What follows belongs to an exercise in optimizing a design on an open flow for a short achievable clock period and few clock cycles; a production flow would make more cautious choices.
Only simulation tests tie the RTL to the original design; equivalence was not proved.
Power figures rest on the tool's default switching activity, not on a simulated workload.

==> flow/design.v <==
module phy_dly_loader #(
  parameter int         NUM_DLY    = 96,
  parameter logic [7:0] DLY_INIT   = 8'h00,
  parameter int         SET_CYCLES = 2
) (
  input  logic       clk,
  input  logic       rst_in,
  input  logic       wr_en,
  input  logic [6:0] wr_addr,
  input  logic [7:0] wr_data,
  input  logic [6:0] rd_addr,
  output logic [7:0] rd_data,
  input  logic       start,
  input  logic       force_all,
  output logic       busy,
  output logic       done,
  output logic [6:0] dly_addr,
  output logic [7:0] dly_data,
  output logic       ld_delay,
  output logic       set
);
  localparam logic [7:0] NUM_N  = 8'(NUM_DLY);
  localparam logic [6:0] LAST   = 7'(NUM_DLY - 1);
  localparam logic [7:0] SET_N  = 8'(SET_CYCLES);
  typedef enum logic [1:0] {
    IDLE = 2'd0,
    SCAN = 2'd1,
    SETP = 2'd2
  } state_t;
  state_t     state_q, state_d;
  logic [6:0] idx_q, idx_d;
  logic [7:0] cnt_q, cnt_d;
  logic       force_q, force_d;
  logic       set_d, done_d;
  logic       scan;
  logic [7:0]         tbl [NUM_DLY];
  logic [NUM_DLY-1:0] dirty;
  assign scan = (state_q == SCAN);
  always_ff @(posedge clk or posedge rst_in) begin
    if (rst_in) begin
      state_q <= IDLE;
      idx_q   <= '0;
      cnt_q   <= '0;
      force_q <= 1'b0;
    end else begin
      state_q <= state_d;
      idx_q   <= idx_d;
      cnt_q   <= cnt_d;
      force_q <= force_d;
    end
  end
  always_comb begin
    state_d = state_q;
    idx_d   = idx_q;
    cnt_d   = cnt_q;
    force_d = force_q;
    set_d   = 1'b0;
    done_d  = 1'b0;
    unique case (state_q)
      IDLE: begin
        if (start) begin
          state_d = SCAN;
          idx_d   = '0;
          force_d = force_all;
        end
      end
      SCAN: begin
        idx_d = idx_q + 7'd1;
        if (idx_q == LAST) begin
          state_d = SETP;
          cnt_d   = '0;
        end
      end
      SETP: begin
        if (cnt_q < SET_N) begin
          set_d = 1'b1;
          cnt_d = cnt_q + 8'd1;
        end else begin
          done_d  = 1'b1;
          state_d = IDLE;
        end
      end
      default: state_d = IDLE;
    endcase
  end
  always_ff @(posedge clk or posedge rst_in) begin
    if (rst_in) begin
      for (int i = 0; i < NUM_DLY; i++) begin
        tbl[i] <= DLY_INIT;
      end
      dirty <= '1;
    end else begin
      for (int i = 0; i < NUM_DLY; i++) begin
        if (wr_en && wr_addr == 7'(i)) begin
          tbl[i]   <= wr_data;
          dirty[i] <= 1'b1;
        end else if (scan && idx_q == 7'(i)) begin
          dirty[i] <= 1'b0;
        end
      end
    end
  end
  always_ff @(posedge clk or posedge rst_in) begin
    if (rst_in) begin
      busy     <= 1'b0;
      done     <= 1'b0;
      set      <= 1'b0;
      ld_delay <= 1'b0;
      dly_addr <= '0;
      dly_data <= '0;
    end else begin
      busy <= (state_d != IDLE);
      done <= done_d;
      set  <= set_d;
      if (scan) begin
        dly_addr <= idx_q;
        dly_data <= tbl[idx_q];
        ld_delay <= dirty[idx_q] | force_q;
      end else begin
        ld_delay <= 1'b0;
      end
    end
  end
  always_ff @(posedge clk or posedge rst_in) begin
    if (rst_in) begin
      rd_data <= '0;
    end else if ({1'b0, rd_addr} < NUM_N) begin
      rd_data <= tbl[rd_addr];
    end else begin
      rd_data <= '0;
    end
  end
endmodule
==> flow/run.sh <==
#!/bin/bash
# synth_recipe.tcl (not shown) runs the flow's synth.tcl, then flattens the netlist and writes it again
# the make line also repeats each setting of config.mk as NAME=value (left out here)
make -C /OpenROAD-flow-scripts/flow DESIGN_CONFIG=/design/flow/config.mk WORK_HOME=/design/flow/orfs CLKGATE_MAP_FILE= SYNTH_SCRIPT=/design/flow/synth_recipe.tcl finish
==> flow/config.mk <==
export PLATFORM = sky130hd
export DESIGN_NAME = phy_dly_loader
export DESIGN_NICKNAME = phy_dly_loader
export VERILOG_FILES = /design/flow/design.v
export SDC_FILE = /design/flow/constraint.sdc
export NUM_CORES = 4
export LEC_CHECK = 0
export CAP_MARGIN = 20
export CORE_MARGIN = 2
export CORE_UTILIZATION = 25
export SETUP_SLACK_MARGIN = 0.3
export SLEW_MARGIN = 20
==> flow/constraint.sdc <==
create_clock -name core_clock -period 6.0 [get_ports {clk}]
set_input_delay 1.2000 -clock core_clock [delete_from_list [all_inputs] [get_ports {clk}]]
set_output_delay 1.2000 -clock core_clock [all_outputs]
set_load 0.01 [all_outputs]
==> flow_summary.json, run 1 <==
{
  "grt_max_degree": 132,
  "synthTopCellsByArea": "dfrtp_1 43%, mux2_2 19%, dfstp_2 5.3%",
  "cts_tree": "done",
  "area_growth_syn_to_layout_pct": 23.1,
  "setup_violations": 0,
  "yosysTopAreaCellShare": 0.429,
  "power.switching_mw": 8.26,
  "antenna_found_initial": 82,
  "place_area_sq_um": 54100,
  "maxCapViolCount": 0,
  "top_usage_layer": "met1",
  "outcome": "finished clean",
  "nFillCells": 19300,
  "p_leak_nw": 25.1,
  "pre_cts_ws_ps": 674,
  "num_rows": 159,
  "max_freq_ghz": 0.182,
  "cp_top_family": "simple AND/OR/NAND/NOR gates",
  "cts_setup_buffers": 0,
  "nets": 4481,
  "finalNonFillerCells": 7075,
  "yosysMostFrequentCell": "dfrtp_1",
  "grt_first_pass_wirelength_um": 565000,
  "worstPathCellList": "inv_1, ha_1, nand2b_1, buf_4, nor3_4, buf_4, nand2_1, nand4_1, buf_4, or3_1, nor4_1, buf_4, o21ai_1",
  "post-route-period-util": 0.918,
  "period_needed_ps": 5510,
  "synthSimpleGateAreaFrac": 0.132,
  "ctsResizeCount": 0,
  "cts_hold_buf": 0,
  "clockBufferDepth": 3,
  "async_reset_ff_frac": 1.00,
  "grt.met3_usage": 0.174,
  "synth_xor_area_frac": 0.000739,
  "synth_area_per_cell_sq_um": 11.2,
  "cpPeakStageDelay_ps": 1060,
  "internal-power_mw": 12.8,
  "synthAdderAreaFrac": 0.00238,
  "p_sw_frac": 0.393,
  "rsz0062_at_grt": "no",
  "yosys_most_used_dff": "dfrtp_1",
  "reg2reg_slack_ps": 490,
  "required_ps": 6750,
  "hold_ws_ps": 456,
  "final_max_slew_viol_count": 0,
  "grt_use_met1": 0.640,
  "worstPathBufferInverterCount": 5,
  "arrival_ps": 6250,
  "endpoint_kind": "register",
  "seq_area_frac_synth": 0.483,
  "crit_path_top_delay_cell": "ha_1",
  "synth_edf_count": 0,
  "synth-seq-cells": 909,
  "ir_worst_vdd_uv": 291,
  "die_h_um": 439,
  "portBuffers": 53,
  "first_pass_iters": 9,
  "yosys.area.top_type": "dfrtp_1",
  "worstSetupPathType": "reg2reg",
  "initial_utilization": 0.252,
  "cts_sinks": 909,
  "worstMarginPinSlew_ps": 1280,
  "hold_path_class": "reg2reg",
  "report.final.hold_viol_count": 0,
  "power_frac_seq": 0.377,
  "share_comb_of_total_power": 0.252,
  "synth_area_sq_um": 47400,
  "p_clk_frac": 0.372,
  "routed_via_density": 6.79,
  "tns_ps": 0,
  "place_congestion": 1.06,
  "hpwl_um": 338000,
  "use_met2": 0.610,
  "num_io_pins": 54,
  "crit_fanout": 8,
  "final_util": 0.310,
  "antenna_left": 0,
  "finClkSkew_ps": 55.1,
  "final_cell_area_sq_um": 58300,
  "synthCells": 4221,
  "dp_cells": 6822,
  "gr-total-overflow": 0,
  "synth_cell_types": 85,
  "relSlewSlack": 0.146,
  "clk-insertion-delay-late_ps": 820,
  "worstSetupStartpointType": "register",
  "wl_um": 459000,
  "synth_top_family_by_area": "multiplexers",
  "syn-num-nets": 4257,
  "drive_above_1_share": 0.381,
  "setup_ws_ps": 493,
  "synth_compound_area_frac": 0.142,
  "cts.root.buffer_cell": "clkbuf_16",
  "die_x_um": 439,
  "cpMostUsedCell": "buf_4",
  "wl_per_cell_um": 64.9,
  "coreArea_sq_um": 188000,
  "grt_use_total": 0.466,
  "yosysWarnings": 2,
  "routed-via-count": 48100,
  "cts_htree_levels": 3,
  "remaining_drc_errors": 0,
  "drt_iter0_drc": 8935,
  "finalPower_mw": 21.0,
  "grt_pass1_vias": 43400,
  "powerDensity_nw_per_um2": 361,
  "synth_mux_area_frac": 0.205,
  "netlist_top_cells_count": "813 x dfrtp_1, 794 x mux2_2, 310 x nand2_1",
  "numCtsBuffers": 115,
  "clkTransAtPathRegs_ps": 60,
  "dieArea_sq_um": 193000
}
## registers in the layout, summed over array words and instances, names as in the netlist, 2 cells and up
signal,count
rd_data,8
dly_data,8
dly_addr,7
tbl,768
idx_q,7
dirty,96
state_q,2
cnt_q,8
## power by group through the flow
stage	clock, mW	combinational [mW]	sequential [mW]
finish	7.82	5.29	7.93
global route	8.09	5.17	7.88
global placement	0	5.03	7.93
floorplan	0	2.19	7.20
CTS	7.88	5.02	7.81
detailed placement	0	5.02	7.91
## worst reg2reg max path, stage by stage (launching register included)
cell and delay (ps):
dfrtp_1 390, inv_1 530, ha_1 1070, nand2b_1 780, buf_4 430, nor3_4 700, buf_4 430, nand2_1 90
nand4_1 70, buf_4 220, or3_1 330, nor4_1 100, buf_4 180, o21ai_1 120
## layout make-up
type	count	area, sq um	share of cell area
timing repair buffer	468	4260	0.0730
clock inverter	58	822	0.0141
tap	2495	3120	0.0535
clock buffer	160	3300	0.0565
multi-input combinational	2930	23800	0.408
inverter	21	82.6	0.00142
sequential	909	22900	0.392
antenna	34	85.1	0.00146
## logic make-up after synthesis
kind of cell             after synthesis
adder cells (fa/ha/maj)                9
multiplexers                         839
AND/OR/NAND/NOR                     1186
AO/OA/AOI/OAI                        892
flip-flops                           909
XOR/XNOR                               4
buffers and inverters                382
## final timing paths
path / start / end / depth (start not counted)
min in group asynchronous: rst_in / tbl[78][5] / 2
hold / removal: dirty[2] / dirty[2] / 2
hold reg to reg: dirty[2] / dirty[2] / 2
setup / recovery: idx_q[0] / dly_data[3] / 13
setup reg to reg: idx_q[0] / dly_data[3] / 13
max in group asynchronous: rst_in / tbl[6][0] / 3
## layer usage
| layer | vias to the layer above | part of all wire |
|---|---|---|
| met5 | - | 0.00032 |
| met4 | 22 | 0.071 |
| met1 | 26300 | 0.43 |
| li1 | 16900 | - |
| met2 | 4003 | 0.38 |
| met3 | 828 | 0.12 |
## cells in the final DEF (no fill, tap or decap), types with 48 or more instances in the layout
cell type,netlist,final
a21oi_1,51,51
a22o_1,59,59
a22oi_1,308,308
a32oi_1,113,113
and3_1,79,79
buf_12,0,48
buf_4,12,372
clkbuf_16,0,115
dfrtp_1,813,808
dfstp_2,96,96
mux2_2,794,794
nand2_1,310,264
nand3_1,298,298
nand4_1,108,108
nor2_1,99,62
nor4_1,54,52
o21ai_0,84,84
Testbench counts, summed over its fixed seeds: cycles 25,617.
==> inputs of run 2 (changes only) <==
==> flow/design.v (replaced) <==
module phy_dly_loader #(
  parameter int         NUM_DLY    = 96,
  parameter logic [7:0] DLY_INIT   = 8'h00,
  parameter int         SET_CYCLES = 2
) (
  input  logic       clk,
  input  logic       rst_in,
  input  logic       wr_en,
  input  logic [6:0] wr_addr,
  input  logic [7:0] wr_data,
  input  logic [6:0] rd_addr,
  output logic [7:0] rd_data,
  input  logic       start,
  input  logic       force_all,
  output logic       busy,
  output logic       done,
  output logic [6:0] dly_addr,
  output logic [7:0] dly_data,
  output logic       ld_delay,
  output logic       set
);
  localparam int NG = 12;    
  typedef enum logic [1:0] {
    IDLE = 2'd0,    
    LOAD = 2'd1,    
    SET1 = 2'd2,    
    SET2 = 2'd3     
  } state_t;
  state_t state_q, state_d;
  logic [7:0]  tbl  [NUM_DLY];
  logic [95:0] dirty;    
  logic [95:0] mask;     
  logic [NG-1:0] gnz, gsel;
  logic [7:0]    glow [NG];
  logic [7:0]    gdat [NG];
  logic [2:0]    gidx [NG];
  logic [95:0]   pick;
  logic          any;
  logic [7:0]    pdat;
  logic [6:0]    paddr;
  always_comb begin
    for (int g = 0; g < NG; g++) begin
      logic [7:0] m;
      m       = mask[g*8 +: 8];
      gnz[g]  = |m;
      glow[g] = m & ~(m - 8'd1);
      gdat[g] = '0;
      gidx[g] = '0;
      for (int j = 0; j < 8; j++) begin
        gdat[g] = gdat[g] | ({8{glow[g][j]}} & tbl[g*8+j]);
        gidx[g] = gidx[g] | ({3{glow[g][j]}} & 3'(j));
      end
    end
    gsel = gnz & ~(gnz - 12'd1);
    any  = |gnz;
    pdat  = '0;
    paddr = '0;
    for (int g = 0; g < NG; g++) begin
      pdat  = pdat  | ({8{gsel[g]}} & gdat[g]);
      paddr = paddr | ({7{gsel[g]}} & {4'(g), gidx[g]});
      for (int j = 0; j < 8; j++) pick[g*8+j] = gsel[g] & glow[g][j];
    end
  end
  logic accept, frc, picking;
  logic [95:0] take;      
  logic [95:0] whit;      
  assign accept  = (state_q == IDLE) && start;
  assign frc     = accept && force_all;
  assign picking = (accept && (force_all || any)) || (state_q == LOAD && any);
  assign take    = frc ? 96'd1 : pick;
  always_comb begin
    for (int i = 0; i < NUM_DLY; i++) whit[i] = wr_en && (wr_addr == 7'(i));
  end
  always_comb begin
    state_d = state_q;
    unique case (state_q)
      IDLE: if (start) state_d = (force_all || any) ? LOAD : SET1;
      LOAD: if (!any) state_d = SET1;
      SET1: state_d = SET2;
      SET2: state_d = IDLE;
      default: state_d = IDLE;
    endcase
  end
  always_ff @(posedge clk or posedge rst_in) begin
    if (rst_in) begin
      state_q  <= IDLE;
      busy     <= 1'b0;
      done     <= 1'b0;
      set      <= 1'b0;
      ld_delay <= 1'b0;
      dly_addr <= '0;
      dly_data <= '0;
    end else begin
      state_q  <= state_d;
      busy     <= (state_d != IDLE);
      done     <= (state_q == SET2);
      set      <= (state_d == SET1) || (state_d == SET2);
      ld_delay <= picking;
      if (picking) begin
        dly_addr <= frc ? 7'd0 : paddr;
        dly_data <= frc ? tbl[0] : pdat;
      end
    end
  end
  always_ff @(posedge clk or posedge rst_in) begin
    if (rst_in) begin
      for (int i = 0; i < NUM_DLY; i++) tbl[i] <= DLY_INIT;
      dirty <= '1;
      mask  <= '1;
    end else begin
      for (int i = 0; i < NUM_DLY; i++) begin
        if (whit[i]) tbl[i] <= wr_data;
        if (whit[i]) dirty[i] <= 1'b1;
        else if (picking && take[i]) dirty[i] <= 1'b0;
      end
      if (accept) mask <= (force_all ? '1 : mask) & ~take;
      else if (state_q == LOAD && any) mask <= mask & ~pick;
      else mask <= dirty | whit;
    end
  end
  always_ff @(posedge clk or posedge rst_in) begin
    if (rst_in) begin
      rd_data <= '0;
    end else if (rd_addr < 7'(NUM_DLY)) begin
      rd_data <= tbl[rd_addr];
    end else begin
      rd_data <= '0;
    end
  end
endmodule
--- a/flow/config.mk
+++ b/flow/config.mk
@@ -5,8 +5,9 @@
 export SDC_FILE = /design/flow/constraint.sdc
 export NUM_CORES = 4
 export LEC_CHECK = 0
+export ABC_CLOCK_PERIOD_IN_PS = 2000
 export CAP_MARGIN = 20
 export CORE_MARGIN = 2
 export CORE_UTILIZATION = 25
-export SETUP_SLACK_MARGIN = 0.3
+export SETUP_SLACK_MARGIN = 3.6
 export SLEW_MARGIN = 20
==> flow_summary.json, run 2 <==
{
  "arrival_ps": 4100,
  "clkTransAtPathRegs_ps": 60,
  "worstSetupPathType": "reg2reg",
  "endpoint_kind": "register",
  "grt_pass1_vias": 49500,
  "async_reset_ff_frac": 1.00,
  "powerDensity_nw_per_um2": 334,
  "die_x_um": 459,
  "report.final.hold_viol_count": 0,
  "seq_area_frac_synth": 0.482,
  "synth_area_sq_um": 51800,
  "syn-num-nets": 5064,
  "hold_path_class": "reg2reg",
  "synthSimpleGateAreaFrac": 0.139,
  "wl_per_cell_um": 42.5,
  "drive_above_1_share": 0.442,
  "synth_top_family_by_area": "compound AO/OA/AOI/OAI gates",
  "grt_first_pass_wirelength_um": 465000,
  "synth_area_per_cell_sq_um": 10.3,
  "synth_xor_area_frac": 0.000169,
  "synth_compound_area_frac": 0.178,
  "num_io_pins": 54,
  "routed-via-count": 52800,
  "synth_edf_count": 0,
  "antenna_found_initial": 36,
  "cpPeakStageDelay_ps": 650,
  "grt_use_total": 0.325,
  "cpMostUsedCell": "buf_12",
  "cts_sinks": 989,
  "relSlewSlack": 0.0493,
  "most-common-layout-cells": "778 x dfrtp_1, 746 x mux2_2, 505 x buf_4, 485 x nand2_1, 289 x a21oi_1",
  "yosys.area.top_type": "dfrtp_1",
  "outcome": "finished clean",
  "seqCellArea_sq_um": 25200,
  "cts_htree_levels": 3,
  "drt_iter0_drc": 9163,
  "yosysTopAreaCellShare": 0.385,
  "crit_fanout": 14,
  "setup_violations": 0,
  "yosysMostFrequentCell": "dfrtp_1",
  "worstPathCellList": "nor4_2, buf_4, nand2_2, or4_4, o311a_4, buf_6, nor2_4, buf_12, buf_12, buf_16, buf_12, nand3b_1, nand2_1, nand2_1",
  "worstPathBufferInverterCount": 6,
  "clk-insertion-delay-late_ps": 820,
  "routed_via_density": 6.34,
  "cts_tree": "done",
  "worstSetupStartpointType": "register",
  "place_area_sq_um": 56800,
  "synthCells": 5037,
  "synth_cell_types": 85,
  "synth-seq-cells": 989,
  "place_congestion": 1.10,
  "finClkSkew_ps": 56.6,
  "synth_mux_area_frac": 0.166,
  "grt_max_degree": 126,
  "maxCapViolCount": 0,
  "netlist_top_cells_count": "797 x dfrtp_1, 746 x mux2_2, 551 x nand2_1",
  "p_leak_nw": 29.3,
  "rsz0062_at_grt": "yes",
  "die_h_um": 459,
  "numCtsBuffers": 111,
  "post-route-period-util": 0.570,
  "final_cell_area_sq_um": 69200,
  "multi_input_area_sq_um": 28800,
  "remaining_drc_errors": 0,
  "ir_worst_vdd_uv": 259,
  "layout_commonest_cell": "dfrtp_1",
  "final_max_slew_viol_count": 0,
  "wl_um": 353000,
  "top_regs": "tbl (768), dirty (96), mask (96)",
  "crit_path_top_delay_cell": "or4_4",
  "hpwl_um": 239000,
  "clockBufferDepth": 3,
  "required_ps": 6680,
  "final_util": 0.335,
  "worstMarginPinSlew_ps": 1420,
  "synthAdderAreaFrac": 0,
  "synthTopCellsByArea": "dfrtp_1 39%, mux2_2 16%, dfstp_2 9.7%",
  "regMostFlops": "tbl",
  "largest_register_ffs": 768,
  "dieArea_sq_um": 211000,
  "cts.root.buffer_cell": "clkbuf_16",
  "portBuffers": 53,
  "gr-total-overflow": 0,
  "period_needed_ps": 3420,
  "initial_utilization": 0.251,
  "num_rows": 167,
  "nets": 5530,
  "first_pass_iters": 10,
  "yosys_most_used_dff": "dfrtp_1",
  "max_freq_ghz": 0.293,
  "area_growth_syn_to_layout_pct": 33.7,
  "cp_top_family": "simple AND/OR/NAND/NOR gates",
  "nFillCells": 20700,
  "coreArea_sq_um": 206000,
  "antenna_left": 0,
  "yosysWarnings": 5
}
run 2: final timing paths:
kind	from	to	slack, ps	cells past startpoint
max in group asynchronous	rst_in	tbl[58][1]	3700	5
worst min register to register	dirty[18]	dirty[18]	460	2
worst max-delay path	mask[18]	mask[49]	2580	14
min in group asynchronous	rst_in	tbl[38][3]	1100	2
worst min-delay path	dirty[18]	dirty[18]	460	2
worst max register to register	mask[18]	mask[49]	2580	14
run 2: cell families (layout without fill, tap and decap cells):
family / after synthesis / in the layout
flip-flops: 989 / 989
other: 0 / 22
AND/OR/NAND/NOR: 1457 / 1464
XOR/XNOR: 1 / 1
AO/OA/AOI/OAI: 1375 / 1375
multiplexers: 764 / 764
buffers and inverters: 451 / 1006
run 2: metrics by stage:
stage          instances  total power, mW  worst slack (ps)  hold slack [ps]  setup TNS (ps)
3_3_place_gp        7650             13.8               939              454               0
6_report            8325             23.1              2580              460               0
5_1_grt             8310             23.4              2580              475               0
3_5_place_dp        7653             13.9               848              451               0
4_1_cts             8233             22.3              2710              460               0
2_1_floorplan       5037             10.7             -8670              437        -7831230
run 2: repair_timing:
action | 4_1_cts | 5_1_grt
endpoints found under the hold margin | 0 | 0
setup buffers | 338 | 64
gates resized for setup | 1062 | 170
pin swaps | 239 | 100
endpoints found under the setup margin | 1205 | 589
cloned | 33 | 4
hold buffers | 0 | 0
run 2: worst reg2reg max path, cell delays in order (launching register included):
cell and delay, ps:
dfstp_4 560, nor4_2 290, buf_4 220, nand2_2 120, or4_4 650, o311a_4 410, buf_6 140, nor2_4 100
buf_12 120, buf_12 130, buf_16 180, buf_12 160, nand3b_1 90, nand2_1 90, nand2_1 50
run 2: cell type report:
cell class	count	share of cell area
Tap cell	2704	0.0489
Antenna cell	22	0.000795
Clock buffer	171	0.0480
Multi-Input combinational cell	3604	0.417
Clock inverter	38	0.00551
Timing Repair Buffer	750	0.114
Sequential cell	989	0.364
Inverter	46	0.00264
Timing Repair inverter	1	0.0000723
run 2: per-layer routing:
metal  vias to the layer above  track usage  routed length, um
met2                      4514        0.442             138000
met1                     27100        0.403             130000
met5                         -            0                271
met4                        22        0.262              36300
li1                      19900            -                  -
met3                      1260        0.128              48600
run 2: power breakdown:
group          internal [mW]  switching, mW  leakage (nW)
registers               7.60           1.37          12.8
logic                   2.50           4.50          14.7
clock network           3.99           3.14          1.83
Testbench counts of run 2, summed over its fixed seeds: cycles 5,937.

-- what the ideal ports hide --
Ports are ideal in the flow. The routed layouts listed here were re-timed in OpenROAD. Step 1 assumes that a clkbuf_16 drives the clock port and a buf_2 every other input. Step 2 adds t to the input delays and takes it off the output delays; t is the mean of the earliest and latest rising clock arrival at the registers after step 1. Input paths then give back, and output paths get back, about the clock's delay inside the block. Slacks: no drivers / after step 1 / after step 2; pairs: no drivers / after step 1.
| run | shift t [ns] | slack for setup (ns) | hold WS [ns] |
|---|---|---|---|
| run 1 | 0.875 | 0.493 / 0.493 / 0.408 | 0.456 / 0.456 / 0.456 |
| run 2 | 0.877 | 2.581 / 2.581 / 2.013 | 0.460 / 0.460 / 0.460 |
After both steps every run listed still meets setup and hold. The setup slack of run 2, which loses most, moves by 0.000 ns with the drivers and by -0.568 ns with both steps.
